Source: an optimization exercise on an open RTL-to-GDS flow (aim: small area, a short achievable clock period and few clock cycles per item). Production flows keep margins and buffers that such runs may drop. RTL that was checked went through simulation tests only; none was proved equivalent to the original. The RTL of run 3 was laid out without a check of its function.

--- flow/design.v ---
module fnv_lane_mix #(
  parameter int             LANES     = 4,
  parameter int             W         = 32,
  parameter logic [W-1:0]   FNV_PRIME = 32'h01000193
) (
  input  logic               clk,
  input  logic               rst,
  input  logic               in_valid,
  output logic               in_ready,
  input  logic [1:0]         mode,
  input  logic [LANES*W-1:0] a,
  input  logic [LANES*W-1:0] b,
  output logic               out_valid,
  input  logic               out_ready,
  output logic [LANES*W-1:0] c,
  output logic [W-1:0]       digest,
  output logic               out_err
);
  logic         adv;
  logic         v1_q, v2_q, v3_q;
  logic [1:0]   md1_q, md2_q, md3_q;
  logic         f1_q, f2_q;
  logic [W-1:0] r1_l0_q, r1_l3_q, r1_m1_q, r1_x1_q, r1_m2_q, r1_x2_q;
  logic [W-1:0] r2_l0_q, r2_l1_q, r2_l3_q, r2_m2_q, r2_x2_q;
  logic [W-1:0] r3_l0_q, r3_l1_q, r3_l3_q, r3_y2_q;
  logic [W-1:0] a0, a1, a2, a3, b0, b1, b2, b3;
  logic [W-1:0] bx0, bx1, bx2, bx3;
  logic [W-1:0] p0, p3, p1, p2;
  logic [W-1:0] y0, y3, m1, x1, m2, x2, y1, y2;
  logic         l2;
  assign adv      = !v3_q || out_ready;
  assign in_ready = adv;
  assign {a3, a2, a1, a0} = a;
  assign {b3, b2, b1, b0} = b;
  assign bx0 = mode[0] ? a0 ^ b0 : a0;
  assign bx1 = mode[0] ? a1 ^ b1 : a1;
  assign bx2 = mode[0] ? a2 ^ b2 : a2;
  assign bx3 = mode[0] ? a3 ^ b3 : a3;
  fnv_mulp u_mul0 (.x(bx0), .y(p0));
  fnv_mulp u_mul3 (.x(bx3), .y(p3));
  assign y0 = p0 ^ (mode[1] ? a1 : mode[0] ? '0 : b0);
  assign y3 = p3 ^ (mode[0] ? '0 : b3);
  assign m1 = bx1;
  assign x1 = mode[1] ? a2 : mode[0] ? '0 : b1;
  assign m2 = bx2;
  assign x2 = mode[1] ? a3 : mode[0] ? '0 : b2;
  fnv_mulp u_mul1 (.x(f1_q ? r1_l0_q : r1_m1_q), .y(p1));
  assign y1 = p1 ^ r1_x1_q;
  assign l2 = !md2_q[1];
  fnv_mulp u_mul2 (.x(f2_q ? r2_l1_q : r2_m2_q), .y(p2));
  assign y2 = p2 ^ r2_x2_q;
  always_ff @(posedge clk) begin
    if (rst) begin
      v1_q <= 1'b0;
      v2_q <= 1'b0;
      v3_q <= 1'b0;
    end else if (adv) begin
      v1_q <= in_valid;
      v2_q <= v1_q;
      v3_q <= v2_q;
    end
  end
  always_ff @(posedge clk) begin
    if (adv) begin
      md1_q   <= mode;
      f1_q    <= (mode == 2'd2);
      r1_l0_q <= y0;
      r1_l3_q <= y3;
      r1_m1_q <= m1;
      r1_x1_q <= x1;
      r1_m2_q <= m2;
      r1_x2_q <= x2;
      md2_q   <= md1_q;
      f2_q    <= f1_q;
      r2_l0_q <= r1_l0_q;
      r2_l1_q <= y1;
      r2_l3_q <= r1_l3_q;
      r2_m2_q <= r1_m2_q;
      r2_x2_q <= r1_x2_q;
      md3_q   <= md2_q;
      r3_l0_q <= l2 ? r2_l0_q : '0;
      r3_l1_q <= l2 ? r2_l1_q : '0;
      r3_l3_q <= l2 ? r2_l3_q : '0;
      r3_y2_q <= y2;
    end
  end
  assign out_valid = v3_q;
  assign c         = {r3_l3_q, md3_q[1] ? '0 : r3_y2_q, r3_l1_q, r3_l0_q};
  assign digest    = (md3_q == 2'd2) ? r3_y2_q : '0;
  assign out_err   = (md3_q == 2'd3);
endmodule
module fnv_mulp (input logic [31:0] x, output logic [31:0] y);
  logic [31:0] r0, r1;
  logic t1, t2, t3, t4, t5, t6, t7, t8, t9, t10, t11, t12, t13, t14, t15, t16;
  logic t17, t18, t19, t20, t21, t22, t23, t24, t25, t26, t27, t28, t29, t30, t31, t32;
  logic t33, t34, t35, t36, t37, t38, t39, t40, t41, t42, t43, t44, t45, t46, t47, t48;
  logic t49, t50, t51, t52, t53, t54, t55, t56, t57, t58, t59, t60, t61, t62, t63, t64;
  logic t65, t66, t67, t68, t69, t70, t71, t72, t73, t74, t75, t76, t77, t78, t79, t80;
  logic t81, t82, t83, t84, t85, t86, t87, t88, t89, t90, t91, t92, t93, t94, t95, t96;
  logic t97, t98, t99, t100, t101, t102, t103, t104, t105, t106, t107, t108, t109, t110, t111, t112;
  logic t113, t114, t115, t116, t117, t118, t119, t120, t121, t122, t123, t124, t125, t126, t127, t128;
  logic t129, t130, t131, t132, t133, t134, t135, t136, t137, t138, t139, t140, t141, t142, t143, t144;
  logic t145, t146, t147, t148, t149, t150, t151, t152, t153, t154, t155, t156, t157, t158, t159, t160;
  logic t161, t162, t163, t164, t165, t166;
  assign t1 = x[8] ^ x[7];
  assign t2 = x[8] & x[7];
  assign t3 = x[9] ^ x[8] ^ x[5];
  assign t4 = (x[9] & x[8]) | (x[9] & x[5]) | (x[8] & x[5]);
  assign t5 = x[10] ^ x[9] ^ x[6];
  assign t6 = (x[10] & x[9]) | (x[10] & x[6]) | (x[9] & x[6]);
  assign t7 = x[11] ^ x[10] ^ x[7];
  assign t8 = (x[11] & x[10]) | (x[11] & x[7]) | (x[10] & x[7]);
  assign t9 = x[12] ^ x[11] ^ x[8];
  assign t10 = (x[12] & x[11]) | (x[12] & x[8]) | (x[11] & x[8]);
  assign t11 = x[13] ^ x[12] ^ x[9];
  assign t12 = (x[13] & x[12]) | (x[13] & x[9]) | (x[12] & x[9]);
  assign t13 = x[14] ^ x[13] ^ x[10];
  assign t14 = (x[14] & x[13]) | (x[14] & x[10]) | (x[13] & x[10]);
  assign t15 = x[15] ^ x[14] ^ x[11];
  assign t16 = (x[15] & x[14]) | (x[15] & x[11]) | (x[14] & x[11]);
  assign t17 = x[16] ^ x[15] ^ x[12];
  assign t18 = (x[16] & x[15]) | (x[16] & x[12]) | (x[15] & x[12]);
  assign t19 = x[17] ^ x[16] ^ x[13];
  assign t20 = (x[17] & x[16]) | (x[17] & x[13]) | (x[16] & x[13]);
  assign t21 = x[18] ^ x[17] ^ x[14];
  assign t22 = (x[18] & x[17]) | (x[18] & x[14]) | (x[17] & x[14]);
  assign t23 = x[19] ^ x[18] ^ x[15];
  assign t24 = (x[19] & x[18]) | (x[19] & x[15]) | (x[18] & x[15]);
  assign t25 = x[20] ^ x[19] ^ x[16];
  assign t26 = (x[20] & x[19]) | (x[20] & x[16]) | (x[19] & x[16]);
  assign t27 = x[21] ^ x[20] ^ x[17];
  assign t28 = (x[21] & x[20]) | (x[21] & x[17]) | (x[20] & x[17]);
  assign t29 = x[22] ^ x[21] ^ x[18];
  assign t30 = (x[22] & x[21]) | (x[22] & x[18]) | (x[21] & x[18]);
  assign t31 = x[23] ^ x[22] ^ x[19];
  assign t32 = (x[23] & x[22]) | (x[23] & x[19]) | (x[22] & x[19]);
  assign t33 = x[24] ^ x[23] ^ x[20];
  assign t34 = (x[24] & x[23]) | (x[24] & x[20]) | (x[23] & x[20]);
  assign t35 = x[17] ^ x[16];
  assign t36 = x[17] & x[16];
  assign t37 = x[25] ^ x[24] ^ x[21];
  assign t38 = (x[25] & x[24]) | (x[25] & x[21]) | (x[24] & x[21]);
  assign t39 = x[18] ^ x[17] ^ x[1];
  assign t40 = (x[18] & x[17]) | (x[18] & x[1]) | (x[17] & x[1]);
  assign t41 = x[26] ^ x[25] ^ x[22];
  assign t42 = (x[26] & x[25]) | (x[26] & x[22]) | (x[25] & x[22]);
  assign t43 = x[19] ^ x[18] ^ x[2];
  assign t44 = (x[19] & x[18]) | (x[19] & x[2]) | (x[18] & x[2]);
  assign t45 = x[27] ^ x[26] ^ x[23];
  assign t46 = (x[27] & x[26]) | (x[27] & x[23]) | (x[26] & x[23]);
  assign t47 = x[20] ^ x[19] ^ x[3];
  assign t48 = (x[20] & x[19]) | (x[20] & x[3]) | (x[19] & x[3]);
  assign t49 = x[28] ^ x[27] ^ x[24];
  assign t50 = (x[28] & x[27]) | (x[28] & x[24]) | (x[27] & x[24]);
  assign t51 = x[21] ^ x[20] ^ x[4];
  assign t52 = (x[21] & x[20]) | (x[21] & x[4]) | (x[20] & x[4]);
  assign t53 = x[29] ^ x[28] ^ x[25];
  assign t54 = (x[29] & x[28]) | (x[29] & x[25]) | (x[28] & x[25]);
  assign t55 = x[22] ^ x[21] ^ x[5];
  assign t56 = (x[22] & x[21]) | (x[22] & x[5]) | (x[21] & x[5]);
  assign t57 = x[30] ^ x[29] ^ x[26];
  assign t58 = (x[30] & x[29]) | (x[30] & x[26]) | (x[29] & x[26]);
  assign t59 = x[23] ^ x[22] ^ x[6];
  assign t60 = (x[23] & x[22]) | (x[23] & x[6]) | (x[22] & x[6]);
  assign t61 = x[31] ^ x[30] ^ x[27];
  assign t62 = x[24] ^ x[23] ^ x[7];
  assign t63 = x[7] ^ x[6];
  assign t64 = x[7] & x[6];
  assign t65 = t1 ^ x[4] ^ x[1];
  assign t66 = (t1 & x[4]) | (t1 & x[1]) | (x[4] & x[1]);
  assign t67 = t3 ^ x[2] ^ x[1];
  assign t68 = (t3 & x[2]) | (t3 & x[1]) | (x[2] & x[1]);
  assign t69 = t5 ^ x[3] ^ x[2];
  assign t70 = (t5 & x[3]) | (t5 & x[2]) | (x[3] & x[2]);
  assign t71 = t7 ^ x[4] ^ x[3];
  assign t72 = (t7 & x[4]) | (t7 & x[3]) | (x[4] & x[3]);
  assign t73 = t9 ^ x[5] ^ x[4];
  assign t74 = (t9 & x[5]) | (t9 & x[4]) | (x[5] & x[4]);
  assign t75 = t11 ^ x[6] ^ x[5];
  assign t76 = (t11 & x[6]) | (t11 & x[5]) | (x[6] & x[5]);
  assign t77 = t13 ^ x[7] ^ x[6];
  assign t78 = (t13 & x[7]) | (t13 & x[6]) | (x[7] & x[6]);
  assign t79 = t15 ^ x[8] ^ x[7];
  assign t80 = (t15 & x[8]) | (t15 & x[7]) | (x[8] & x[7]);
  assign t81 = t17 ^ x[9] ^ x[8];
  assign t82 = (t17 & x[9]) | (t17 & x[8]) | (x[9] & x[8]);
  assign t83 = t19 ^ x[10] ^ x[9];
  assign t84 = (t19 & x[10]) | (t19 & x[9]) | (x[10] & x[9]);
  assign t85 = t21 ^ x[11] ^ x[10];
  assign t86 = (t21 & x[11]) | (t21 & x[10]) | (x[11] & x[10]);
  assign t87 = t23 ^ x[12] ^ x[11];
  assign t88 = (t23 & x[12]) | (t23 & x[11]) | (x[12] & x[11]);
  assign t89 = t25 ^ x[13] ^ x[12];
  assign t90 = (t25 & x[13]) | (t25 & x[12]) | (x[13] & x[12]);
  assign t91 = t27 ^ x[14] ^ x[13];
  assign t92 = (t27 & x[14]) | (t27 & x[13]) | (x[14] & x[13]);
  assign t93 = t29 ^ x[15] ^ x[14];
  assign t94 = (t29 & x[15]) | (t29 & x[14]) | (x[15] & x[14]);
  assign t95 = t31 ^ x[16] ^ x[15];
  assign t96 = (t31 & x[16]) | (t31 & x[15]) | (x[16] & x[15]);
  assign t97 = t33 ^ t35 ^ x[0];
  assign t98 = (t33 & t35) | (t33 & x[0]) | (t35 & x[0]);
  assign t99 = t37 ^ t39 ^ t34;
  assign t100 = (t37 & t39) | (t37 & t34) | (t39 & t34);
  assign t101 = t41 ^ t43 ^ t38;
  assign t102 = (t41 & t43) | (t41 & t38) | (t43 & t38);
  assign t103 = t45 ^ t47 ^ t42;
  assign t104 = (t45 & t47) | (t45 & t42) | (t47 & t42);
  assign t105 = t49 ^ t51 ^ t46;
  assign t106 = (t49 & t51) | (t49 & t46) | (t51 & t46);
  assign t107 = t53 ^ t55 ^ t50;
  assign t108 = (t53 & t55) | (t53 & t50) | (t55 & t50);
  assign t109 = t57 ^ t59 ^ t54;
  assign t110 = (t57 & t59) | (t57 & t54) | (t59 & t54);
  assign t111 = t61 ^ t62 ^ t58;
  assign t112 = x[4] ^ x[3];
  assign t113 = x[4] & x[3];
  assign t114 = x[5] ^ x[4] ^ x[1];
  assign t115 = (x[5] & x[4]) | (x[5] & x[1]) | (x[4] & x[1]);
  assign t116 = x[6] ^ x[5] ^ x[2];
  assign t117 = (x[6] & x[5]) | (x[6] & x[2]) | (x[5] & x[2]);
  assign t118 = t63 ^ x[3] ^ x[0];
  assign t119 = (t63 & x[3]) | (t63 & x[0]) | (x[3] & x[0]);
  assign t120 = t65 ^ x[0] ^ t64;
  assign t121 = (t65 & x[0]) | (t65 & t64) | (x[0] & t64);
  assign t122 = t67 ^ t2 ^ t66;
  assign t123 = (t67 & t2) | (t67 & t66) | (t2 & t66);
  assign t124 = t69 ^ t4 ^ t68;
  assign t125 = (t69 & t4) | (t69 & t68) | (t4 & t68);
  assign t126 = t71 ^ t6 ^ t70;
  assign t127 = (t71 & t6) | (t71 & t70) | (t6 & t70);
  assign t128 = t73 ^ t8 ^ t72;
  assign t129 = (t73 & t8) | (t73 & t72) | (t8 & t72);
  assign t130 = t75 ^ t10 ^ t74;
  assign t131 = (t75 & t10) | (t75 & t74) | (t10 & t74);
  assign t132 = t77 ^ t12 ^ t76;
  assign t133 = (t77 & t12) | (t77 & t76) | (t12 & t76);
  assign t134 = t79 ^ t14 ^ t78;
  assign t135 = (t79 & t14) | (t79 & t78) | (t14 & t78);
  assign t136 = t81 ^ t16 ^ t80;
  assign t137 = (t81 & t16) | (t81 & t80) | (t16 & t80);
  assign t138 = t83 ^ t18 ^ t82;
  assign t139 = (t83 & t18) | (t83 & t82) | (t18 & t82);
  assign t140 = t85 ^ t20 ^ t84;
  assign t141 = (t85 & t20) | (t85 & t84) | (t20 & t84);
  assign t142 = t87 ^ t22 ^ t86;
  assign t143 = (t87 & t22) | (t87 & t86) | (t22 & t86);
  assign t144 = t89 ^ t24 ^ t88;
  assign t145 = (t89 & t24) | (t89 & t88) | (t24 & t88);
  assign t146 = t91 ^ t26 ^ t90;
  assign t147 = (t91 & t26) | (t91 & t90) | (t26 & t90);
  assign t148 = t93 ^ t28 ^ t92;
  assign t149 = (t93 & t28) | (t93 & t92) | (t28 & t92);
  assign t150 = t95 ^ t30 ^ t94;
  assign t151 = (t95 & t30) | (t95 & t94) | (t30 & t94);
  assign t152 = t97 ^ t32 ^ t96;
  assign t153 = (t97 & t32) | (t97 & t96) | (t32 & t96);
  assign t154 = t99 ^ t36 ^ t98;
  assign t155 = (t99 & t36) | (t99 & t98) | (t36 & t98);
  assign t156 = t101 ^ t40 ^ t100;
  assign t157 = (t101 & t40) | (t101 & t100) | (t40 & t100);
  assign t158 = t103 ^ t44 ^ t102;
  assign t159 = (t103 & t44) | (t103 & t102) | (t44 & t102);
  assign t160 = t105 ^ t48 ^ t104;
  assign t161 = (t105 & t48) | (t105 & t104) | (t48 & t104);
  assign t162 = t107 ^ t52 ^ t106;
  assign t163 = (t107 & t52) | (t107 & t106) | (t52 & t106);
  assign t164 = t109 ^ t56 ^ t108;
  assign t165 = (t109 & t56) | (t109 & t108) | (t56 & t108);
  assign t166 = t111 ^ t60 ^ t110;
  assign r0 = {t166, t164, t162, t160, t158, t156, t154, t152, t150, t148, t146, t144, t142, t140, t138, t136, t134, t132, t130, t128, t126, t124, t122, t120, t118, t116, t114, t112, x[3], x[2], x[1], x[0]};
  assign r1 = {t165, t163, t161, t159, t157, t155, t153, t151, t149, t147, t145, t143, t141, t139, t137, t135, t133, t131, t129, t127, t125, t123, t121, t119, t117, t115, t113, x[0], x[2], x[1], x[0], 1'b0};
  logic [31:0] g0, p0;
  assign g0 = r0 & r1;
  assign p0 = r0 ^ r1;
  logic gg1; assign gg1 = g0[1] | (p0[1] & g0[0]);
  logic pp1; assign pp1 = p0[1] & p0[0];
  logic gg2; assign gg2 = g0[3] | (p0[3] & g0[2]);
  logic pp2; assign pp2 = p0[3] & p0[2];
  logic gg3; assign gg3 = g0[5] | (p0[5] & g0[4]);
  logic pp3; assign pp3 = p0[5] & p0[4];
  logic gg4; assign gg4 = g0[7] | (p0[7] & g0[6]);
  logic pp4; assign pp4 = p0[7] & p0[6];
  logic gg5; assign gg5 = g0[9] | (p0[9] & g0[8]);
  logic pp5; assign pp5 = p0[9] & p0[8];
  logic gg6; assign gg6 = g0[11] | (p0[11] & g0[10]);
  logic pp6; assign pp6 = p0[11] & p0[10];
  logic gg7; assign gg7 = g0[13] | (p0[13] & g0[12]);
  logic pp7; assign pp7 = p0[13] & p0[12];
  logic gg8; assign gg8 = g0[15] | (p0[15] & g0[14]);
  logic pp8; assign pp8 = p0[15] & p0[14];
  logic gg9; assign gg9 = g0[17] | (p0[17] & g0[16]);
  logic pp9; assign pp9 = p0[17] & p0[16];
  logic gg10; assign gg10 = g0[19] | (p0[19] & g0[18]);
  logic pp10; assign pp10 = p0[19] & p0[18];
  logic gg11; assign gg11 = g0[21] | (p0[21] & g0[20]);
  logic pp11; assign pp11 = p0[21] & p0[20];
  logic gg12; assign gg12 = g0[23] | (p0[23] & g0[22]);
  logic pp12; assign pp12 = p0[23] & p0[22];
  logic gg13; assign gg13 = g0[25] | (p0[25] & g0[24]);
  logic pp13; assign pp13 = p0[25] & p0[24];
  logic gg14; assign gg14 = g0[27] | (p0[27] & g0[26]);
  logic pp14; assign pp14 = p0[27] & p0[26];
  logic gg15; assign gg15 = g0[29] | (p0[29] & g0[28]);
  logic pp15; assign pp15 = p0[29] & p0[28];
  logic gg16; assign gg16 = g0[31] | (p0[31] & g0[30]);
  logic pp16; assign pp16 = p0[31] & p0[30];
  logic gg17; assign gg17 = g0[2] | (p0[2] & gg1);
  logic pp17; assign pp17 = p0[2] & pp1;
  logic gg18; assign gg18 = gg2 | (pp2 & gg1);
  logic pp18; assign pp18 = pp2 & pp1;
  logic gg19; assign gg19 = g0[6] | (p0[6] & gg3);
  logic pp19; assign pp19 = p0[6] & pp3;
  logic gg20; assign gg20 = gg4 | (pp4 & gg3);
  logic pp20; assign pp20 = pp4 & pp3;
  logic gg21; assign gg21 = g0[10] | (p0[10] & gg5);
  logic pp21; assign pp21 = p0[10] & pp5;
  logic gg22; assign gg22 = gg6 | (pp6 & gg5);
  logic pp22; assign pp22 = pp6 & pp5;
  logic gg23; assign gg23 = g0[14] | (p0[14] & gg7);
  logic pp23; assign pp23 = p0[14] & pp7;
  logic gg24; assign gg24 = gg8 | (pp8 & gg7);
  logic pp24; assign pp24 = pp8 & pp7;
  logic gg25; assign gg25 = g0[18] | (p0[18] & gg9);
  logic pp25; assign pp25 = p0[18] & pp9;
  logic gg26; assign gg26 = gg10 | (pp10 & gg9);
  logic pp26; assign pp26 = pp10 & pp9;
  logic gg27; assign gg27 = g0[22] | (p0[22] & gg11);
  logic pp27; assign pp27 = p0[22] & pp11;
  logic gg28; assign gg28 = gg12 | (pp12 & gg11);
  logic pp28; assign pp28 = pp12 & pp11;
  logic gg29; assign gg29 = g0[26] | (p0[26] & gg13);
  logic pp29; assign pp29 = p0[26] & pp13;
  logic gg30; assign gg30 = gg14 | (pp14 & gg13);
  logic pp30; assign pp30 = pp14 & pp13;
  logic gg31; assign gg31 = g0[30] | (p0[30] & gg15);
  logic pp31; assign pp31 = p0[30] & pp15;
  logic gg32; assign gg32 = gg16 | (pp16 & gg15);
  logic pp32; assign pp32 = pp16 & pp15;
  logic gg33; assign gg33 = g0[4] | (p0[4] & gg18);
  logic pp33; assign pp33 = p0[4] & pp18;
  logic gg34; assign gg34 = gg3 | (pp3 & gg18);
  logic pp34; assign pp34 = pp3 & pp18;
  logic gg35; assign gg35 = gg19 | (pp19 & gg18);
  logic pp35; assign pp35 = pp19 & pp18;
  logic gg36; assign gg36 = gg20 | (pp20 & gg18);
  logic pp36; assign pp36 = pp20 & pp18;
  logic gg37; assign gg37 = g0[12] | (p0[12] & gg22);
  logic pp37; assign pp37 = p0[12] & pp22;
  logic gg38; assign gg38 = gg7 | (pp7 & gg22);
  logic pp38; assign pp38 = pp7 & pp22;
  logic gg39; assign gg39 = gg23 | (pp23 & gg22);
  logic pp39; assign pp39 = pp23 & pp22;
  logic gg40; assign gg40 = gg24 | (pp24 & gg22);
  logic pp40; assign pp40 = pp24 & pp22;
  logic gg41; assign gg41 = g0[20] | (p0[20] & gg26);
  logic pp41; assign pp41 = p0[20] & pp26;
  logic gg42; assign gg42 = gg11 | (pp11 & gg26);
  logic pp42; assign pp42 = pp11 & pp26;
  logic gg43; assign gg43 = gg27 | (pp27 & gg26);
  logic pp43; assign pp43 = pp27 & pp26;
  logic gg44; assign gg44 = gg28 | (pp28 & gg26);
  logic pp44; assign pp44 = pp28 & pp26;
  logic gg45; assign gg45 = g0[28] | (p0[28] & gg30);
  logic pp45; assign pp45 = p0[28] & pp30;
  logic gg46; assign gg46 = gg15 | (pp15 & gg30);
  logic pp46; assign pp46 = pp15 & pp30;
  logic gg47; assign gg47 = gg31 | (pp31 & gg30);
  logic pp47; assign pp47 = pp31 & pp30;
  logic gg48; assign gg48 = gg32 | (pp32 & gg30);
  logic pp48; assign pp48 = pp32 & pp30;
  logic gg49; assign gg49 = g0[8] | (p0[8] & gg36);
  logic pp49; assign pp49 = p0[8] & pp36;
  logic gg50; assign gg50 = gg5 | (pp5 & gg36);
  logic pp50; assign pp50 = pp5 & pp36;
  logic gg51; assign gg51 = gg21 | (pp21 & gg36);
  logic pp51; assign pp51 = pp21 & pp36;
  logic gg52; assign gg52 = gg22 | (pp22 & gg36);
  logic pp52; assign pp52 = pp22 & pp36;
  logic gg53; assign gg53 = gg37 | (pp37 & gg36);
  logic pp53; assign pp53 = pp37 & pp36;
  logic gg54; assign gg54 = gg38 | (pp38 & gg36);
  logic pp54; assign pp54 = pp38 & pp36;
  logic gg55; assign gg55 = gg39 | (pp39 & gg36);
  logic pp55; assign pp55 = pp39 & pp36;
  logic gg56; assign gg56 = gg40 | (pp40 & gg36);
  logic pp56; assign pp56 = pp40 & pp36;
  logic gg57; assign gg57 = g0[24] | (p0[24] & gg44);
  logic pp57; assign pp57 = p0[24] & pp44;
  logic gg58; assign gg58 = gg13 | (pp13 & gg44);
  logic pp58; assign pp58 = pp13 & pp44;
  logic gg59; assign gg59 = gg29 | (pp29 & gg44);
  logic pp59; assign pp59 = pp29 & pp44;
  logic gg60; assign gg60 = gg30 | (pp30 & gg44);
  logic pp60; assign pp60 = pp30 & pp44;
  logic gg61; assign gg61 = gg45 | (pp45 & gg44);
  logic pp61; assign pp61 = pp45 & pp44;
  logic gg62; assign gg62 = gg46 | (pp46 & gg44);
  logic pp62; assign pp62 = pp46 & pp44;
  logic gg63; assign gg63 = gg47 | (pp47 & gg44);
  logic pp63; assign pp63 = pp47 & pp44;
  logic gg64; assign gg64 = gg48 | (pp48 & gg44);
  logic pp64; assign pp64 = pp48 & pp44;
  logic gg65; assign gg65 = g0[16] | (p0[16] & gg56);
  logic pp65; assign pp65 = p0[16] & pp56;
  logic gg66; assign gg66 = gg9 | (pp9 & gg56);
  logic pp66; assign pp66 = pp9 & pp56;
  logic gg67; assign gg67 = gg25 | (pp25 & gg56);
  logic pp67; assign pp67 = pp25 & pp56;
  logic gg68; assign gg68 = gg26 | (pp26 & gg56);
  logic pp68; assign pp68 = pp26 & pp56;
  logic gg69; assign gg69 = gg41 | (pp41 & gg56);
  logic pp69; assign pp69 = pp41 & pp56;
  logic gg70; assign gg70 = gg42 | (pp42 & gg56);
  logic pp70; assign pp70 = pp42 & pp56;
  logic gg71; assign gg71 = gg43 | (pp43 & gg56);
  logic pp71; assign pp71 = pp43 & pp56;
  logic gg72; assign gg72 = gg44 | (pp44 & gg56);
  logic pp72; assign pp72 = pp44 & pp56;
  logic gg73; assign gg73 = gg57 | (pp57 & gg56);
  logic pp73; assign pp73 = pp57 & pp56;
  logic gg74; assign gg74 = gg58 | (pp58 & gg56);
  logic pp74; assign pp74 = pp58 & pp56;
  logic gg75; assign gg75 = gg59 | (pp59 & gg56);
  logic pp75; assign pp75 = pp59 & pp56;
  logic gg76; assign gg76 = gg60 | (pp60 & gg56);
  logic pp76; assign pp76 = pp60 & pp56;
  logic gg77; assign gg77 = gg61 | (pp61 & gg56);
  logic pp77; assign pp77 = pp61 & pp56;
  logic gg78; assign gg78 = gg62 | (pp62 & gg56);
  logic pp78; assign pp78 = pp62 & pp56;
  logic gg79; assign gg79 = gg63 | (pp63 & gg56);
  logic pp79; assign pp79 = pp63 & pp56;
  logic gg80; assign gg80 = gg64 | (pp64 & gg56);
  logic pp80; assign pp80 = pp64 & pp56;
  logic [31:0] cc;
  assign cc[0] = 1'b0;
  assign cc[1] = g0[0];
  assign cc[2] = gg1;
  assign cc[3] = gg17;
  assign cc[4] = gg18;
  assign cc[5] = gg33;
  assign cc[6] = gg34;
  assign cc[7] = gg35;
  assign cc[8] = gg36;
  assign cc[9] = gg49;
  assign cc[10] = gg50;
  assign cc[11] = gg51;
  assign cc[12] = gg52;
  assign cc[13] = gg53;
  assign cc[14] = gg54;
  assign cc[15] = gg55;
  assign cc[16] = gg56;
  assign cc[17] = gg65;
  assign cc[18] = gg66;
  assign cc[19] = gg67;
  assign cc[20] = gg68;
  assign cc[21] = gg69;
  assign cc[22] = gg70;
  assign cc[23] = gg71;
  assign cc[24] = gg72;
  assign cc[25] = gg73;
  assign cc[26] = gg74;
  assign cc[27] = gg75;
  assign cc[28] = gg76;
  assign cc[29] = gg77;
  assign cc[30] = gg78;
  assign cc[31] = gg79;
  assign y = p0 ^ cc;
endmodule
--- flow/flow/run.sh ---
#!/bin/bash
# Standard layout, but the port buffers that placement inserts on every input and
# output are the smallest buffer (buf_1); timing repair resizes them where needed.
set -euo pipefail
bash standard.sh BUFFER_PORTS_ARGS="-buffer_cell sky130_fd_sc_hd__buf_1" finish > flow_standard.log 2>&1
--- flow/standard.sh ---
#!/bin/bash
# synth_recipe.tcl (not shown) runs the flow's synth.tcl, then flattens the netlist and writes it again
# the make line also repeats each setting of config.mk as NAME=value (left out here)
make -C /OpenROAD-flow-scripts/flow DESIGN_CONFIG=/design/flow/config.mk WORK_HOME=/design/flow/orfs CLKGATE_MAP_FILE= SYNTH_SCRIPT=/design/flow/synth_recipe.tcl "${@:-finish}"
--- flow/config.mk ---
export PLATFORM = sky130hd
export DESIGN_NAME = fnv_lane_mix
export DESIGN_NICKNAME = fnv_lane_mix
export VERILOG_FILES = /design/flow/design.v
export SDC_FILE = /design/flow/constraint.sdc
export NUM_CORES = 4
export LEC_CHECK = 0
export CAP_MARGIN = 20
export CORE_MARGIN = 2
export CORE_UTILIZATION = 65
export CTS_BUF_LIST = sky130_fd_sc_hd__clkbuf_8
export SETUP_SLACK_MARGIN = 1.8
export SLEW_MARGIN = 20
--- flow/constraint.sdc ---
create_clock -name core_clock -period 7.0 [get_ports {clk}]
set_input_delay 1.4000 -clock core_clock [delete_from_list [all_inputs] [get_ports {clk}]]
set_output_delay 1.4000 -clock core_clock [all_outputs]
set_load 0.01 [all_outputs]
==> results of run 1 <==
[synth_stat cells (4+ instances only)]
cell | instances | area, µm²
xor2_1 | 104 | 911
fa_1 | 270 | 5410
nor3_1 | 7 | 35.0
nor2b_1 | 150 | 938
a22oi_1 | 31 | 233
a21oi_1 | 93 | 465
a211oi_1 | 8 | 60.1
nand2_1 | 160 | 601
maj3_1 | 11 | 110
and4_1 | 4 | 35.0
a21o_1 | 42 | 315
mux2_2 | 24 | 270
buf_1 | 7 | 26.3
a31oi_1 | 8 | 50.1
o31ai_1 | 5 | 37.5
a41oi_1 | 4 | 35.0
inv_1 | 306 | 1150
o211ai_1 | 6 | 45.0
nand3_1 | 12 | 60.1
ha_1 | 160 | 2000
edfxtp_1 | 488 | 14700
nor2_1 | 34 | 128
a22o_1 | 63 | 552
and2_1 | 37 | 231
and3_1 | 7 | 43.8
o21bai_1 | 14 | 105
o21ai_0 | 42 | 210
nand4_1 | 4 | 25.0
clkbuf_1 | 54 | 203
or2_2 | 5 | 31.3
nand2b_1 | 17 | 106
mux2i_1 | 42 | 420
xnor2_1 | 369 | 3230
[per-stage QoR]
| step | area (µm²) | cells |
|---|---|---|
| 6_report | 39100 | 3905 |
| 4_1_cts | 38300 | 3868 |
| 5_1_grt | 39100 | 3902 |
| 3_5_place_dp | 36400 | 3715 |
| 3_3_place_gp | 36400 | 3715 |
| 2_1_floorplan | 33900 | 2633 |
[worst paths after layout]
kind,from,end,slack [ns]
worst min register to register,r1_m2_q[22]$_DFFE_PP_,r2_m2_q[22]$_DFFE_PP_,0.42
worst max register to register,f1_q$_DFFE_PP_,r2_l1_q[27]$_DFFE_PP_,1.82
worst min-delay path,r1_m2_q[22]$_DFFE_PP_,r2_m2_q[22]$_DFFE_PP_,0.42
worst max-delay path,f1_q$_DFFE_PP_,r2_l1_q[27]$_DFFE_PP_,1.82
[cells in the final DEF, fill, tap and decap left out, types with 32 or more instances in the layout]
cell type  instances
o21ai_0           32
ha_1             138
nor2b_1          150
buf_1            417
and2_1            37
a21o_1            42
a21oi_1           73
edfxtp_1         488
buf_4             83
xnor2_1          347
nand2_1          149
clkbuf_8          80
a22o_1            63
xor2_1            79
nor2_1            33
inv_1            305
fa_1             264
[what timing repair did]
action | CTS | global route
resized for setup | 49 | 99
hold buffers | 0 | 0
cloned | 1 | 4
hold endpoints to repair | 0 | 0
setup endpoints to repair | 68 | 37
pin swaps | 6 | 26
setup buffers | 16 | 29
[state kept, by name, indices dropped and copies added, names as in the netlist, 2 cells and up]
| register | count |
|---|---|
| r1_x2_q | 32 |
| r2_l0_q | 32 |
| md3_q | 2 |
| r3_l1_q | 32 |
| md1_q | 2 |
| r1_l0_q | 32 |
| r2_l1_q | 32 |
| r3_y2_q | 32 |
| r1_m2_q | 32 |
| md2_q | 2 |
| r1_l3_q | 32 |
| r2_l3_q | 32 |
| r1_x1_q | 32 |
| r1_m1_q | 32 |
| r2_m2_q | 32 |
| r2_x2_q | 32 |
| r3_l3_q | 32 |
| r3_l0_q | 32 |
[cells by family after synthesis]
family,count (synthesis),share of synthesized area
compound gates,343,0.0717
mux,66,0.0208
buf+inv,372,0.0421
xor+xnor,475,0.126
simple gates,445,0.0694
flops,491,0.443
fa+ha+maj,441,0.226
[layer usage]
layer | wire, µm | global-route usage
met5 | 87 | 0
met4 | 4410 | 0.167
met3 | 10500 | 0.0774
met2 | 45400 | 0.566
met1 | 37400 | 0.508
[critical path, cell delays in order (launching register included)]
cell,delay (ns)
edfxtp_1,0.41
buf_12,0.17
buf_6,0.14
buf_12,0.15
mux2_4,0.37
fa_1,0.51
fa_1,0.51
inv_1,0.05
fa_1,0.49
inv_2,0.06
ha_2,0.34
nand3_1,0.11
or3_1,0.39
o211ai_1,0.39
buf_4,0.21
and2_1,0.15
a41oi_1,0.14
xnor2_1,0.36
[cell type report]
type | instances | area, µm² | area share
Multi-Input combinational cell | 1770 | 18400 | 0.471
Sequential cell | 491 | 14700 | 0.376
Timing Repair Buffer | 523 | 2540 | 0.0650
Inverter | 309 | 1160 | 0.0298
Clock buffer | 79 | 1090 | 0.0278
Tap cell | 672 | 841 | 0.0215
Clock inverter | 57 | 317 | 0.00810
Antenna cell | 4 | 10.0 | 0.000256
==> notes.md, run 1 <==
outcome finished clean; Die W around 230 µm; Clock Sink Count just under 500; final hold vios 0; largest net degree at the start of global routing roughly 180; Setup CP Type reg2reg; first-pass GRT wire length between 100 and 150 mm; clk buf depth 3; Total Nets Final around 3900; fin. max-slew vios 0; aggregate negative setup slack 0 ns; Overflow after GRT 0; initial antenna violation count 14; crit share post-route 0.740; Mean Syn Cell Area roughly 13 µm²; # IOs 425; EDFF count, synth approximately 490; fillcell total 3073; Worst Clk Skew 0.0422 ns; Synth Instances approximately 2600; Max Cap Viol 0; PortBufs 424; CP arrival ~5.7 ns; Post-Syn Nets roughly 3300; worst-skew pair later-pin latency ~0.7 ns; CTS tree yes; sequential fraction of the synthesis area 0.443; Final Wtd Congestion 0.990; final core utilization 0.777; Tot GR Track Use 0.367; die area around 53000 µm²; vias ~23000; required time worst endpoint roughly 7.5 ns; routed wire length just under 100 mm; worst-path maximum fanout 10; DP Worst Slack 0.504 ns; asr flop ratio synth 0; Worst setup EP type flop; Clk pin slew, worst setup/hold paths 0.07 ns; Rows 82; Yosys cell types 60; Post-synth top flop edfxtp_1; H-tree levels 3; CP Launch Type flop; Hold WS about 0.42 ns; Peak Freq 193 MHz; R2R cell count 17; layout cells sized above 1 0.129; Max-slew headroom 0.311; DRT iter0 DRCs 2421; Final ANT Viol Nets 0; core area 50300 µm²; DP HPWL 76.5 mm; HP Class reg2reg; worst slew pin tran around 1.0 ns; Area growth, synth to finish 17.7%; Initial Util 0.660; Via density just under 6; Seq cells post-synth about 490; Final Critical Period approximately 5.2 ns; total CTS buffers 79; Routed WL per cell 25.0 µm; synthesized area roughly 33000 µm²; Initial DRT Pass Iterations 5; yosys warns 1; final setup fails 0; Residual DRC 0; Hold Path Stages 0; RSZ-0062 raised after global routing true; final worst slack between 1.5 and 2 ns; vias in the first global route approximately 23000; Die H about 230 µm; CTS root buffer clkbuf_8
Testbench counts, summed over its fixed seeds: cycles 4,824, items 4,800.
==> run 2: changes to the inputs <==
--- a/flow/config.mk
+++ b/flow/config.mk
@@ -11,2 +11,4 @@
 export CTS_BUF_LIST = sky130_fd_sc_hd__clkbuf_8
+export CTS_CLUSTER_DIAMETER = 50
+export CTS_CLUSTER_SIZE = 18
 export SETUP_SLACK_MARGIN = 1.8
==> run 2 against run 1 <==
Still clean. Via count is 0.80% lower. Setup slack better by 0.0060 ns. Synthesized cell count stayed put. Clock skew is 0.0079 ns lower. First-iteration DRC count is 8.5% lower. Clock-buffer cell count is 34 lower. Non-clock buffer count is 1 higher. Critical endpoint is now r2_l1_q[31]$_DFFE_PP_. Largest cell class unchanged. Highest routed layer unchanged.
==> notes.md, run 2 <==
outcome finished clean (unchanged); max layer used met5 (unchanged); Setup CP Type reg2reg (unchanged); vias 22800 (was 23000); R2R cell count 18 (was 17); total CTS buffers 45 (was 79); Seq cells post-synth 491 (unchanged); Overflow after GRT 0 (unchanged); worst slew pin tran 1.06 ns (was 1.03 ns); Hold WS 0.417 ns (was 0.416 ns); worst-skew pair later-pin latency 0.68 ns (was 0.69 ns); HP Class reg2reg (unchanged); fillcell total 3144 (was 3073); R2R Setup Slk 1.83 ns (was 1.82 ns); Die H 230 µm (unchanged); Total Nets Final 3833 (was 3866); yosys warns 1 (unchanged); most frequent cells in the layout 488 x edfxtp_1, 417 x buf_1, 349 x xnor2_1 (was 488 x edfxtp_1, 417 x buf_1, 347 x xnor2_1); Reg area 14700 µm² (unchanged); first-pass GRT wire length 140 mm (was 141 mm); Final ANT Viol Nets 0 (unchanged); Yosys cell types 60 (unchanged); crit-path cells buf_12, buf_8, buf_12, mux2_4, fa_1, fa_1, inv_2, fa_2, inv_2, ha_4, a21o_1, a21o_1, a211o_1, o211ai_1, o211ai_1, a221o_1, a31oi_2, xnor3_1 (was buf_12, buf_6, buf_12, mux2_4, fa_1, fa_1, inv_1, fa_1, inv_2, ha_2, nand3_1, or3_1, o211ai_1, buf_4, and2_1, a41oi_1, xnor2_1); slowest cell delay on critical path 0.59 ns (was 0.51 ns); r2r startpoint f1_q$_DFFE_PP_ (unchanged); Layout Cells excl Fill 3846 (was 3905); placed inst area 36400 µm² (unchanged); Post-synth top flop edfxtp_1 (unchanged); Multi-input gate area 18400 µm² (about the same); synthesized area 33200 µm² (unchanged); crit share post-route 0.739 (was 0.740); Rows 82 (unchanged); CP arrival 5.58 ns (was 5.65 ns); final hold vios 0 (unchanged); vias in the first global route 23100 (was 23300); Clk pin slew, worst setup/hold paths 0.11 ns (was 0.07 ns); RSZ-0062 raised after global routing true (unchanged); Mean Syn Cell Area 12.6 µm² (unchanged); initial antenna violation count 13 (was 14); Met3 Wirelength 10.0 mm (was 10.5 mm); Hold Path Stages 0 (unchanged); main area contributors after synthesis edfxtp_1 44%, fa_1 16%, xnor2_1 9.7% (unchanged); dpl cells 3715 (unchanged); CTS tree yes (unchanged); Die W 230 µm (unchanged); Final Wtd Congestion 0.990 (unchanged); critical path endpoint r2_l1_q[31]$_DFFE_PP_ (was r2_l1_q[27]$_DFFE_PP_); most common cell after layout, fill and taps aside edfxtp_1 (unchanged); Routed WL per cell 25.2 µm (was 25.0 µm); Worst Clk Skew 0.0344 ns (was 0.0422 ns); top cells by count, synth 488 x edfxtp_1, 369 x xnor2_1, 306 x inv_1, 270 x fa_1 (unchanged); leading area contributor after synthesis edfxtp_1 (unchanged); Worst setup EP type flop (unchanged); layout cells sized above 1 0.126 (was 0.129); met2 WL 44.6 mm (was 45.4 mm); Final Critical Period 5.17 ns (was 5.18 ns); H-tree levels 2 (was 3); CP max-delay cell fa_1 (unchanged); Tot GR Track Use 0.364 (was 0.367); Initial DRT Pass Iterations 6 (was 5); Post-Syn Nets 3325 (unchanged); Peak Freq 193 MHz (about the same); Max Cap Viol 0 (unchanged); Max-slew headroom 0.294 (was 0.311); DRT iter0 DRCs 2215 (was 2421); Initial Util 0.660 (unchanged); final instance area 38600 µm² (was 39100 µm²); routed wire length 96.9 mm (was 97.8 mm); Synth Instances 2633 (unchanged); # IOs 425 (unchanged); aggregate negative setup slack 0 ns (unchanged); most numerous cell in the Yosys netlist edfxtp_1 (unchanged); core area 50300 µm² (unchanged); final worst slack 1.83 ns (was 1.82 ns); required time worst endpoint 7.41 ns (was 7.47 ns); PortBufs 424 (unchanged); final setup fails 0 (unchanged); worst-path maximum fanout 7 (was 10); Residual DRC 0 (unchanged); CTS root buffer clkbuf_8 (unchanged); largest net degree at the start of global routing 182 (unchanged); CP Launch Type flop (unchanged); Reg2Reg Capture Point r2_l1_q[31]$_DFFE_PP_ (was r2_l1_q[27]$_DFFE_PP_); top cell type's share of synthesized area 0.441 (unchanged); clk buf depth 3 (unchanged); DP Worst Slack 0.504 ns (unchanged); EDFF count, synth 488 (unchanged); Via density 5.93 (was 5.89); Area growth, synth to finish 16.4% (was 17.7%); WL met1 37.4 mm (about the same); DP HPWL 76.5 mm (unchanged); asr flop ratio synth 0 (unchanged); fin. max-slew vios 0 (unchanged); die area 52900 µm² (unchanged); CP startpoint f1_q$_DFFE_PP_ (unchanged); sequential fraction of the synthesis area 0.443 (unchanged); Clock Sink Count 491 (unchanged)
run 2: cell counts after synthesis:
No cell type changed its count.
run 2: kinds of logic (layout without fill, tap and decap cells):
group / count (synthesis) / in the layout / share of synthesized area
flops: 491 / 491 / 0.443
xor+xnor: 475 / 475 / 0.126
simple gates: 445 / 445 / 0.0694
mux: 66 / 66 / 0.0208
compound gates: 343 / 343 / 0.0717
other cells: 0 / 4 / 0
fa+ha+maj: 441 / 441 / 0.226
buf+inv: 372 / 909 / 0.0421
run 2: critical path: cells and delay by family, from the launching register on:
family	cells	cell delay, ns
fa+ha+maj	4	1.83
mux	1	0.36
xor+xnor	1	0.24
flops	1	0.42
compound gates	7	1.52
buf+inv	5	0.55
run 2: timing repair:
action,CTS,global route
buffers inserted,20,28
hold buffers,0,0
pin swaps,6,29
resized for setup,51,108
gates cloned,1,2
setup endpoints to repair,68,35
run 2: stage by stage:
step,utilization
floorplan,-
global placement,0.725
detailed placement,0.725
CTS,0.754
global route,0.769
finish,0.769
run 2: area by class of cell:
type,instances,area share
antenna,4,0.000259
clock inverter,31,0.00949
timing repair buffer,524,0.0648
tap,672,0.0218
inverter,309,0.0302
clock buffer,45,0.0160
multi-input combinational,1770,0.477
sequential,491,0.381
run 2: worst min-delay path by stage:
stage                                     start                     to
after global placement    r1_m2_q[13]$_DFFE_PP_  r2_m2_q[13]$_DFFE_PP_
after floorplan              md1_q[0]$_DFFE_PP_     md2_q[0]$_DFFE_PP_
after CTS                 r1_x2_q[27]$_DFFE_PP_  r2_x2_q[27]$_DFFE_PP_
after global routing      r1_x2_q[27]$_DFFE_PP_  r2_x2_q[27]$_DFFE_PP_
final                     r1_x2_q[27]$_DFFE_PP_  r2_x2_q[27]$_DFFE_PP_
after detailed placement   r1_l3_q[4]$_DFFE_PP_   r2_l3_q[4]$_DFFE_PP_
run 2: layer usage:
| metal | vias to the layer above | global-route usage |
|---|---|---|
| met5 | - | 0 |
| met4 | 14 | 0.161 |
| met3 | 252 | 0.0751 |
| met2 | 1291 | 0.564 |
| met1 | 11400 | 0.503 |
| li1 | 9902 | - |
==> run 3: changes to the inputs <==
--- a/flow/design.v
+++ b/flow/design.v
@@ -21,3 +21,3 @@
   logic [1:0]   md1_q, md2_q, md3_q;
-  logic         f1_q, f2_q;
+  logic         f1_q;
   logic [W-1:0] r1_l0_q, r1_l3_q, r1_m1_q, r1_x1_q, r1_m2_q, r1_x2_q;
@@ -42,3 +42,3 @@
   assign y3 = p3 ^ (mode[0] ? '0 : b3);
-  assign m1 = bx1;
+  assign m1 = mode[1] ? y0 : bx1;
   assign x1 = mode[1] ? a2 : mode[0] ? '0 : b1;
@@ -46,6 +46,6 @@
   assign x2 = mode[1] ? a3 : mode[0] ? '0 : b2;
-  fnv_mulp u_mul1 (.x(f1_q ? r1_l0_q : r1_m1_q), .y(p1));
+  fnv_mulp u_mul1 (.x(r1_m1_q), .y(p1));
   assign y1 = p1 ^ r1_x1_q;
   assign l2 = !md2_q[1];
-  fnv_mulp u_mul2 (.x(f2_q ? r2_l1_q : r2_m2_q), .y(p2));
+  fnv_mulp u_mul2 (.x(r2_m2_q), .y(p2));
   assign y2 = p2 ^ r2_x2_q;
@@ -65,3 +65,3 @@
       md1_q   <= mode;
-      f1_q    <= (mode == 2'd2);
+      f1_q    <= mode[1];
       r1_l0_q <= y0;
@@ -73,3 +73,2 @@
       md2_q   <= md1_q;
-      f2_q    <= f1_q;
       r2_l0_q <= r1_l0_q;
@@ -77,3 +76,3 @@
       r2_l3_q <= r1_l3_q;
-      r2_m2_q <= r1_m2_q;
+      r2_m2_q <= f1_q ? y1 : r1_m2_q;
       r2_x2_q <= r1_x2_q;
--- a/flow/config.mk
+++ b/flow/config.mk
@@ -11,5 +11,3 @@
 export CTS_BUF_LIST = sky130_fd_sc_hd__clkbuf_8
-export CTS_CLUSTER_DIAMETER = 50
-export CTS_CLUSTER_SIZE = 18
-export SETUP_SLACK_MARGIN = 1.8
+export SETUP_SLACK_MARGIN = 1.6
 export SLEW_MARGIN = 20
==> run 3 against run 2 <==
First-iteration DRC count grew 2.3%. Critical path depth grew 2. Clock-buffer cell count grew 34. Clock skew grew 0.0036 ns. Via count grew 0.77%. Still clean on timing, DRC and antenna. Synthesized cell count grew 3.2%. Flip-flop and latch count shrank 2. Synthesized area grew 0.12%.
==> notes.md, run 3 <==
Max Cap Viol 0 (unchanged); Via density 5.68 (was 5.93); crit-path cells clkbuf_16, buf_16, nand2_4, xnor2_2, inv_2, buf_6, fa_1, fa_1, inv_1, fa_1, ha_4, a21o_1, a21oi_2, nor3_2, a2111oi_4, a31oi_1, or4_4, a31o_4, a21oi_2, xnor2_1 (was buf_12, buf_8, buf_12, mux2_4, fa_1, fa_1, inv_2, fa_2, inv_2, ha_4, a21o_1, a21o_1, a211o_1, o211ai_1, o211ai_1, a221o_1, a31oi_2, xnor3_1); Initial DRT Pass Iterations 5 (was 6); Die H 230 µm (about the same); worst-skew pair later-pin latency 0.69 ns (was 0.68 ns); first-pass GRT wire length 137 mm (was 140 mm); Mean Syn Cell Area 12.2 µm² (was 12.6 µm²); total CTS buffers 78 (was 45); yosys warns 1 (unchanged); HP Class reg2reg (unchanged); Synth Instances 2718 (was 2633); crit share post-route 0.801 (was 0.739); Bufs and invs on worst path 5 (unchanged); fin. max-slew vios 0 (unchanged); Worst setup EP type flop (unchanged); synthesized area 33200 µm² (about the same); slowest cell delay on critical path 0.56 ns (was 0.59 ns); Crit path max-delay family adder cells (unchanged); Seq cells post-synth 489 (was 491); DRT iter0 DRCs 2265 (was 2215); outcome finished clean (unchanged); Peak Freq 178 MHz (was 193 MHz); aggregate negative setup slack 0 ns (unchanged); worst-path maximum fanout 6 (was 7); largest net degree at the start of global routing 143 (was 182); Worst path depth 20 (was 18); CP arrival 6.02 ns (was 5.58 ns); Clk pin slew, worst setup/hold paths 0.06 ns (was 0.11 ns); routed wire length 94.2 mm (was 96.9 mm); top cell type's share of synthesized area 0.439 (was 0.441); Post-Syn Nets 3427 (was 3325); asr flop ratio synth 0 (unchanged); CP max-delay cell fa_1 (unchanged); Clock Sink Count 489 (was 491); vias 23000 (was 22800); Hold Path Stages 0 (unchanged); leading area contributor after synthesis edfxtp_1 (unchanged); layout cells sized above 1 0.142 (was 0.126); Post-synth top flop edfxtp_1 (unchanged); Rows 82 (unchanged); Residual DRC 0 (unchanged); Crit path top cell by count fa_1; die area 52900 µm² (about the same); top cells by count, synth 486 x edfxtp_1, 396 x inv_1, 330 x xnor2_1, 294 x fa_1, 156 x nor2b_1 (was 488 x edfxtp_1, 369 x xnor2_1, 306 x inv_1, 270 x fa_1); most frequent cells in the layout 486 x edfxtp_1, 413 x buf_1, 389 x inv_1 (was 488 x edfxtp_1, 417 x buf_1, 349 x xnor2_1); Yosys cell types 64 (was 60); worst slew pin tran 1.11 ns (was 1.06 ns); vias in the first global route 23200 (was 23100); EDFF count, synth 486 (was 488); final hold vios 0 (unchanged); Final Wtd Congestion 1.03 (was 0.990); RSZ-0062 raised after global routing true (unchanged); Setup CP Type in2reg (was reg2reg); Final ANT Viol Nets 0 (unchanged); Area growth, synth to finish 19.5% (was 16.4%); R2R cell count 16 (was 18); Total Nets Final 4025 (was 3833); PortBufs 424 (unchanged); CTS root buffer clkbuf_8 (unchanged); final setup fails 0 (unchanged); Tot GR Track Use 0.354 (was 0.364); sequential fraction of the synthesis area 0.441 (was 0.443); Final Critical Period 5.61 ns (was 5.17 ns); initial antenna violation count 6 (was 13); Die W 230 µm (about the same); clk buf depth 3 (unchanged); most numerous cell in the Yosys netlist edfxtp_1 (unchanged); main area contributors after synthesis edfxtp_1 44%, fa_1 18%, xnor2_1 8.7% (was edfxtp_1 44%, fa_1 16%, xnor2_1 9.7%); Routed WL per cell 23.3 µm (was 25.2 µm); Worst Clk Skew 0.0380 ns (was 0.0344 ns); most common cell after layout, fill and taps aside edfxtp_1 (unchanged); CP Launch Type input port (was flop); Max-slew headroom 0.259 (was 0.294); required time worst endpoint 7.41 ns (about the same); DP HPWL 73.3 mm (was 76.5 mm); fillcell total 3161 (was 3144); CTS tree yes (unchanged); Overflow after GRT 0 (unchanged); core area 50300 µm² (unchanged); # IOs 425 (unchanged); H-tree levels 3 (was 2); Initial Util 0.661 (was 0.660); CTS hold repair buffers 0 (unchanged)
==> run 3: cell types whose count changed in the layout (fill, tap and decap cells not counted), moves of 19 or more <==
cell      delta
mux2i_1     -19
buf_4       +48
clkinv_1    +21
xnor2_1     -50
clkbuf_8    +34
nor2_1      +64
inv_1      +110
==> run 3: final cells by class <==
type                            count  area [µm²]  share of cell area
Antenna cell                        6        15.0            0.000378
Multi-Input combinational cell   1767       18200               0.459
Clock inverter                     55         340             0.00857
Inverter                          396        1500              0.0378
Sequential cell                   489       14700               0.369
Clock buffer                       79        1090              0.0274
Timing Repair Buffer              584        3070              0.0773
Tap cell                          672         841              0.0212
==> run 3: layer usage <==
metal  vias up  part of all wire  track usage
met2      1172              0.47        0.556
met1     11400              0.38        0.481
met4         4             0.057        0.177
li1      10200                 -            -
met5         -           0.00070            0
met3       266             0.086       0.0603
==> run 3: worst paths after layout <==
kind	slack [ns]	startpoint	end
worst max-delay path	1.39	mode[0]	r1_l3_q[31]$_DFFE_PP_
worst min-delay path	0.41	r1_l3_q[10]$_DFFE_PP_	r2_l3_q[10]$_DFFE_PP_
worst min register to register	0.41	r1_l3_q[10]$_DFFE_PP_	r2_l3_q[10]$_DFFE_PP_
worst max register to register	1.80	r2_m2_q[5]$_DFFE_PP_	r3_y2_q[31]$_DFFE_PP_
==> run 3: worst register-to-register path, delay by kind of cell (launching register included) <==
kind	cells	cell delay (ns)
compound gates	9	2.19
xor+xnor	1	0.23
fa+ha+maj	4	1.88
buf+inv	2	0.10
flops	1	0.55
==> run 3: what timing repair did <==
item	in CTS	in global routing
endpoints found under the hold margin	0	0
cloned	5	2
pin swaps	32	82
setup endpoints to repair	42	34
gates resized for setup	79	117
buffers inserted	38	61
==> run 3: metrics by stage <==
| stage | setup slack, ns | hold slack [ns] | instances | utilization | cell area (µm²) |
|---|---|---|---|---|---|
| 6_report | 1.39 | 0.412 | 4048 | 0.790 | 39700 |
| 5_1_grt | 1.29 | 0.421 | 4045 | 0.790 | 39700 |
| 4_1_cts | 1.47 | 0.412 | 3979 | 0.768 | 38600 |
| 3_5_place_dp | 0.203 | 0.405 | 3802 | 0.723 | 36300 |
| 3_3_place_gp | 0.267 | 0.401 | 3802 | 0.723 | 36300 |
| 2_1_floorplan | 0.626 | 0.400 | 2718 | - | 33800 |
==> run 3: logic make-up (layout without fill, tap and decap cells) <==
| kind of cell | after synthesis | after routing | synth area share |
|---|---|---|---|
| compound gates | 337 | 337 | 0.0712 |
| xor+xnor | 437 | 437 | 0.115 |
| fa+ha+maj | 452 | 452 | 0.236 |
| buf+inv | 462 | 1114 | 0.0522 |
| flops | 489 | 489 | 0.441 |
| mux | 17 | 17 | 0.00557 |
| other cells | 0 | 6 | 0 |
| simple gates | 524 | 524 | 0.0787 |
==> run 4: changes to the inputs <==
--- a/flow/design.v
+++ b/flow/design.v
@@ -21,3 +21,3 @@
   logic [1:0]   md1_q, md2_q, md3_q;
-  logic         f1_q;
+  logic         f1_q, f2_q;
   logic [W-1:0] r1_l0_q, r1_l3_q, r1_m1_q, r1_x1_q, r1_m2_q, r1_x2_q;
@@ -27,3 +27,2 @@
   logic [W-1:0] bx0, bx1, bx2, bx3;
-  logic [W-1:0] p0, p3, p1, p2;
   logic [W-1:0] y0, y3, m1, x1, m2, x2, y1, y2;
@@ -38,7 +37,5 @@
   assign bx3 = mode[0] ? a3 ^ b3 : a3;
-  fnv_mulp u_mul0 (.x(bx0), .y(p0));
-  fnv_mulp u_mul3 (.x(bx3), .y(p3));
-  assign y0 = p0 ^ (mode[1] ? a1 : mode[0] ? '0 : b0);
-  assign y3 = p3 ^ (mode[0] ? '0 : b3);
-  assign m1 = mode[1] ? y0 : bx1;
+  fnv_mulpx u_mul0 (.x(bx0), .k(mode[1] ? a1 : mode[0] ? '0 : b0), .y(y0));
+  fnv_mulpx u_mul3 (.x(bx3), .k(mode[0] ? '0 : b3), .y(y3));
+  assign m1 = bx1;
   assign x1 = mode[1] ? a2 : mode[0] ? '0 : b1;
@@ -46,7 +43,5 @@
   assign x2 = mode[1] ? a3 : mode[0] ? '0 : b2;
-  fnv_mulp u_mul1 (.x(r1_m1_q), .y(p1));
-  assign y1 = p1 ^ r1_x1_q;
+  fnv_mulpx u_mul1 (.x(f1_q ? r1_l0_q : r1_m1_q), .k(r1_x1_q), .y(y1));
   assign l2 = !md2_q[1];
-  fnv_mulp u_mul2 (.x(r2_m2_q), .y(p2));
-  assign y2 = p2 ^ r2_x2_q;
+  fnv_mulpx u_mul2 (.x(f2_q ? r2_l1_q : r2_m2_q), .k(r2_x2_q), .y(y2));
   always_ff @(posedge clk) begin
@@ -65,3 +60,3 @@
       md1_q   <= mode;
-      f1_q    <= mode[1];
+      f1_q    <= (mode == 2'd2);
       r1_l0_q <= y0;
@@ -73,2 +68,3 @@
       md2_q   <= md1_q;
+      f2_q    <= f1_q;
       r2_l0_q <= r1_l0_q;
@@ -76,3 +72,3 @@
       r2_l3_q <= r1_l3_q;
-      r2_m2_q <= f1_q ? y1 : r1_m2_q;
+      r2_m2_q <= r1_m2_q;
       r2_x2_q <= r1_x2_q;
@@ -90,3 +86,3 @@
 endmodule
-module fnv_mulp (input logic [31:0] x, output logic [31:0] y);
+module fnv_mulpx (input logic [31:0] x, input logic [31:0] k, output logic [31:0] y);
   logic [31:0] r0, r1;
@@ -467,3 +463,3 @@
   assign cc[31] = gg79;
-  assign y = p0 ^ cc;
+  assign y = (p0 ^ k) ^ cc;
 endmodule
--- a/flow/config.mk
+++ b/flow/config.mk
@@ -11,3 +11,3 @@
 export CTS_BUF_LIST = sky130_fd_sc_hd__clkbuf_8
-export SETUP_SLACK_MARGIN = 1.6
+export SETUP_SLACK_MARGIN = 1.8
 export SLEW_MARGIN = 20
==> run 4 against run 3 <==
Utilization is 2.4 points lower. Sequential share of layout area grew 0.61 points.
==> notes.md, run 4 <==
outcome finished clean (unchanged); crit share post-route 0.731 (was 0.801); die area 53500 µm² (was 52900 µm²); Peak Freq 195 MHz (was 178 MHz); vias in the first global route 23400 (was 23200); final setup fails 0 (unchanged); RSZ-0062 raised after global routing true (unchanged); Synth Instances 2776 (was 2718); vias 23000 (about the same); HP Class reg2reg (unchanged); yosys warns 1 (unchanged); Max-slew headroom 0.234 (was 0.259); Clock Sink Count 491 (was 489); Area growth, synth to finish 16.8% (was 19.5%); Rows 83 (was 82); worst-path maximum fanout 4 (was 6); Worst setup EP type flop (unchanged); routed wire length 92.9 mm (was 94.2 mm); first-pass GRT wire length 136 mm (was 137 mm); DRT iter0 DRCs 2032 (was 2265); aggregate negative setup slack 0 ns (unchanged); required time worst endpoint 7.40 ns (was 7.41 ns); layout cells sized above 1 0.113 (was 0.142); Clk pin slew, worst setup/hold paths 0.06 ns (about the same); Total Nets Final 3967 (was 4025); CP max-delay cell fa_1 (unchanged); Max Cap Viol 0 (unchanged); initial antenna violation count 11 (was 6); total CTS buffers 81 (was 78); Post-Syn Nets 3452 (was 3427); Overflow after GRT 0 (unchanged); crit-path cells buf_1, nand2_4, xor2_4, inv_2, fa_1, fa_1, inv_1, fa_1, inv_2, ha_4, and3_4, a21boi_1, o31a_1, inv_1, o32a_1, a21oi_1, or2_1, o311ai_2 (was clkbuf_16, buf_16, nand2_4, xnor2_2, inv_2, buf_6, fa_1, fa_1, inv_1, fa_1, ha_4, a21o_1, a21oi_2, nor3_2, a2111oi_4, a31oi_1, or4_4, a31o_4, a21oi_2, xnor2_1); Bufs and invs on worst path 5 (unchanged); placed inst area 36700 µm² (was 36300 µm²); asr flop ratio synth 0 (unchanged); Crit path max-delay family adder cells (unchanged); Final Wtd Congestion 1.00 (was 1.03); worst-skew pair later-pin latency 0.69 ns (about the same); largest net degree at the start of global routing 176 (was 143); most common cell after layout, fill and taps aside edfxtp_1 (unchanged); core area 51200 µm² (was 50300 µm²); top cell type's share of synthesized area 0.436 (was 0.439); EDFF count, synth 488 (was 486); Routed WL per cell 23.0 µm (was 23.3 µm); CTS tree yes (unchanged); most frequent cells in the layout 488 x edfxtp_1, 419 x buf_1, 356 x xnor2_1 (was 486 x edfxtp_1, 413 x buf_1, 389 x inv_1); DP HPWL 72.9 mm (was 73.3 mm); Post-synth top flop edfxtp_1 (unchanged); Final Critical Period 5.12 ns (was 5.61 ns); fin. max-slew vios 0 (unchanged); final instance area 39200 µm² (was 39700 µm²); PortBufs 424 (unchanged); leading area contributor after synthesis edfxtp_1 (unchanged); R2R Setup Slk 1.95 ns (was 1.80 ns); CP Launch Type input port (unchanged); # IOs 425 (unchanged); CTS hold repair buffers 0 (unchanged); Initial Util 0.656 (was 0.661); Crit path top cell by count fa_1 (unchanged); sequential fraction of the synthesis area 0.438 (was 0.441); Yosys cell types 71 (was 64); Die H 231 µm (was 230 µm); H-tree levels 3 (unchanged); Worst Clk Skew 0.0382 ns (was 0.0380 ns); main area contributors after synthesis edfxtp_1 44%, fa_1 15%, xnor2_1 9.7% (was edfxtp_1 44%, fa_1 18%, xnor2_1 8.7%); Die W 231 µm (was 230 µm); CP arrival 5.52 ns (was 6.02 ns); Residual DRC 0 (unchanged); clk buf depth 3 (unchanged); slowest cell delay on critical path 0.51 ns (was 0.56 ns); Worst path depth 18 (was 20); final hold vios 0 (unchanged); R2R cell count 16 (unchanged); Hold Path Stages 0 (unchanged); worst slew pin tran 1.15 ns (was 1.11 ns); Mean Syn Cell Area 12.1 µm² (was 12.2 µm²); most numerous cell in the Yosys netlist edfxtp_1 (unchanged); Setup CP Type in2reg (unchanged); Final ANT Viol Nets 0 (unchanged); Seq cells post-synth 491 (was 489); Initial DRT Pass Iterations 8 (was 5); Tot GR Track Use 0.348 (was 0.354); synthesized area 33600 µm² (was 33200 µm²); CTS root buffer clkbuf_8 (unchanged); top cells by count, synth 488 x edfxtp_1, 372 x xnor2_1, 291 x inv_1, 254 x fa_1, 225 x nand2_1 (was 486 x edfxtp_1, 396 x inv_1, 330 x xnor2_1, 294 x fa_1, 156 x nor2b_1); Via density 5.69 (was 5.68)
## run 4: worst paths after layout
check,from,endpoint
max,b[11],r1_l0_q[28]$_DFFE_PP_
min,r1_m2_q[7]$_DFFE_PP_,r2_m2_q[7]$_DFFE_PP_
max reg2reg,f1_q$_DFFE_PP_,r2_l1_q[31]$_DFFE_PP_
min reg2reg,r1_m2_q[7]$_DFFE_PP_,r2_m2_q[7]$_DFFE_PP_
## run 4: worst reg2reg max path: cells and delay by family (launching register included)
family	cells	cell delay, ns
compound gates	6	1.28
xor+xnor	1	0.24
fa+ha+maj	4	1.99
buf+inv	3	0.33
flops	1	0.44
mux	1	0.37
simple gates	1	0.14
## run 4: logic make-up (layout without fill, tap and decap cells)
group                    after synthesis  in the layout  share of synthesized area
XOR/XNOR                             486            486                      0.129
other                                  0              5                          0
AO/OA/AOI/OAI                        347            347                     0.0648
buffers and inverters                363            941                     0.0409
AND/OR/NAND/NOR                      598            598                     0.0918
adder cells (fa/ha/maj)              424            424                      0.214
flip-flops                           491            491                      0.438
multiplexers                          67             67                     0.0209
## run 4: repair_timing
action,CTS,global route
setup endpoints to repair,50,36
gates resized for setup,32,86
pin swaps,4,23
hold endpoints to repair,0,0
gates cloned,0,2
buffers inserted,9,35
## run 4: layout make-up
| class | instances | area, µm² |
|---|---|---|
| sequential | 491 | 14700 |
| inverter | 293 | 1110 |
| multi-input combinational | 1922 | 18700 |
| timing repair buffer | 502 | 2340 |
| clock buffer | 82 | 1130 |
| antenna | 5 | 12.5 |
| tap | 680 | 851 |
| clock inverter | 64 | 395 |
| fill | 3399 | 12000 |
## run 4: routing by layer
layer | vias to the layer above | share of wire | track usage
met5 | - | 0.00051 | 0
met4 | 8 | 0.050 | 0.167
li1 | 10300 | - | -
met2 | 1137 | 0.47 | 0.539
met3 | 232 | 0.094 | 0.0726
met1 | 11300 | 0.39 | 0.473
## run 4: through the flow
| step | worst slack (ns) | hold slack, ns | cells | util |
|---|---|---|---|---|
| 3_3_place_gp | 0.726 | 0.400 | 3842 | 0.716 |
| 6_report | 1.88 | 0.394 | 4039 | 0.766 |
| 2_1_floorplan | 0.815 | 0.400 | 2776 | - |
| 3_5_place_dp | 0.612 | 0.405 | 3842 | 0.716 |
| 5_1_grt | 1.77 | 0.410 | 4039 | 0.766 |
| 4_1_cts | 1.78 | 0.399 | 3997 | 0.751 |
Testbench counts of run 4, summed over its fixed seeds: cycles 4,824, items 4,800.

## what the ideal ports hide
In the flow no input, the clock included, has a driving cell. The finished layouts below were timed again as built, in two steps.
Step 1 sets driving cells, clkbuf_16 on the clock port and buf_2 on the other inputs (assumed; they add their load-dependent delay and slew).
Step 2, shift: input delay + t, output delay - t, t = (earliest + latest rising clock arrival at the registers) / 2. This alone moves slack from input paths to output paths.
Three values: ideal ports, drivers, drivers and shift; two values: the first two.
run	t, ns	setup WS [ns]	slew at the worst register clock pin (ns)	worst slew at a driven data input, ns
run 1	0.740	1.819 / 1.696 / 0.957	0.07 / 0.07	0.26
run 2	0.730	1.825 / 1.735 / 1.005	0.11 / 0.11	0.24
run 3	0.727	1.394 / 1.306 / 0.579	0.07 / 0.07	0.14
run 4	0.734	1.882 / 1.757 / 1.023	0.07 / 0.07	0.19
After both steps every run listed still meets setup and hold. For run 1, which loses most, drivers alone change the setup slack by -0.123 ns; drivers and shift together by -0.862 ns.
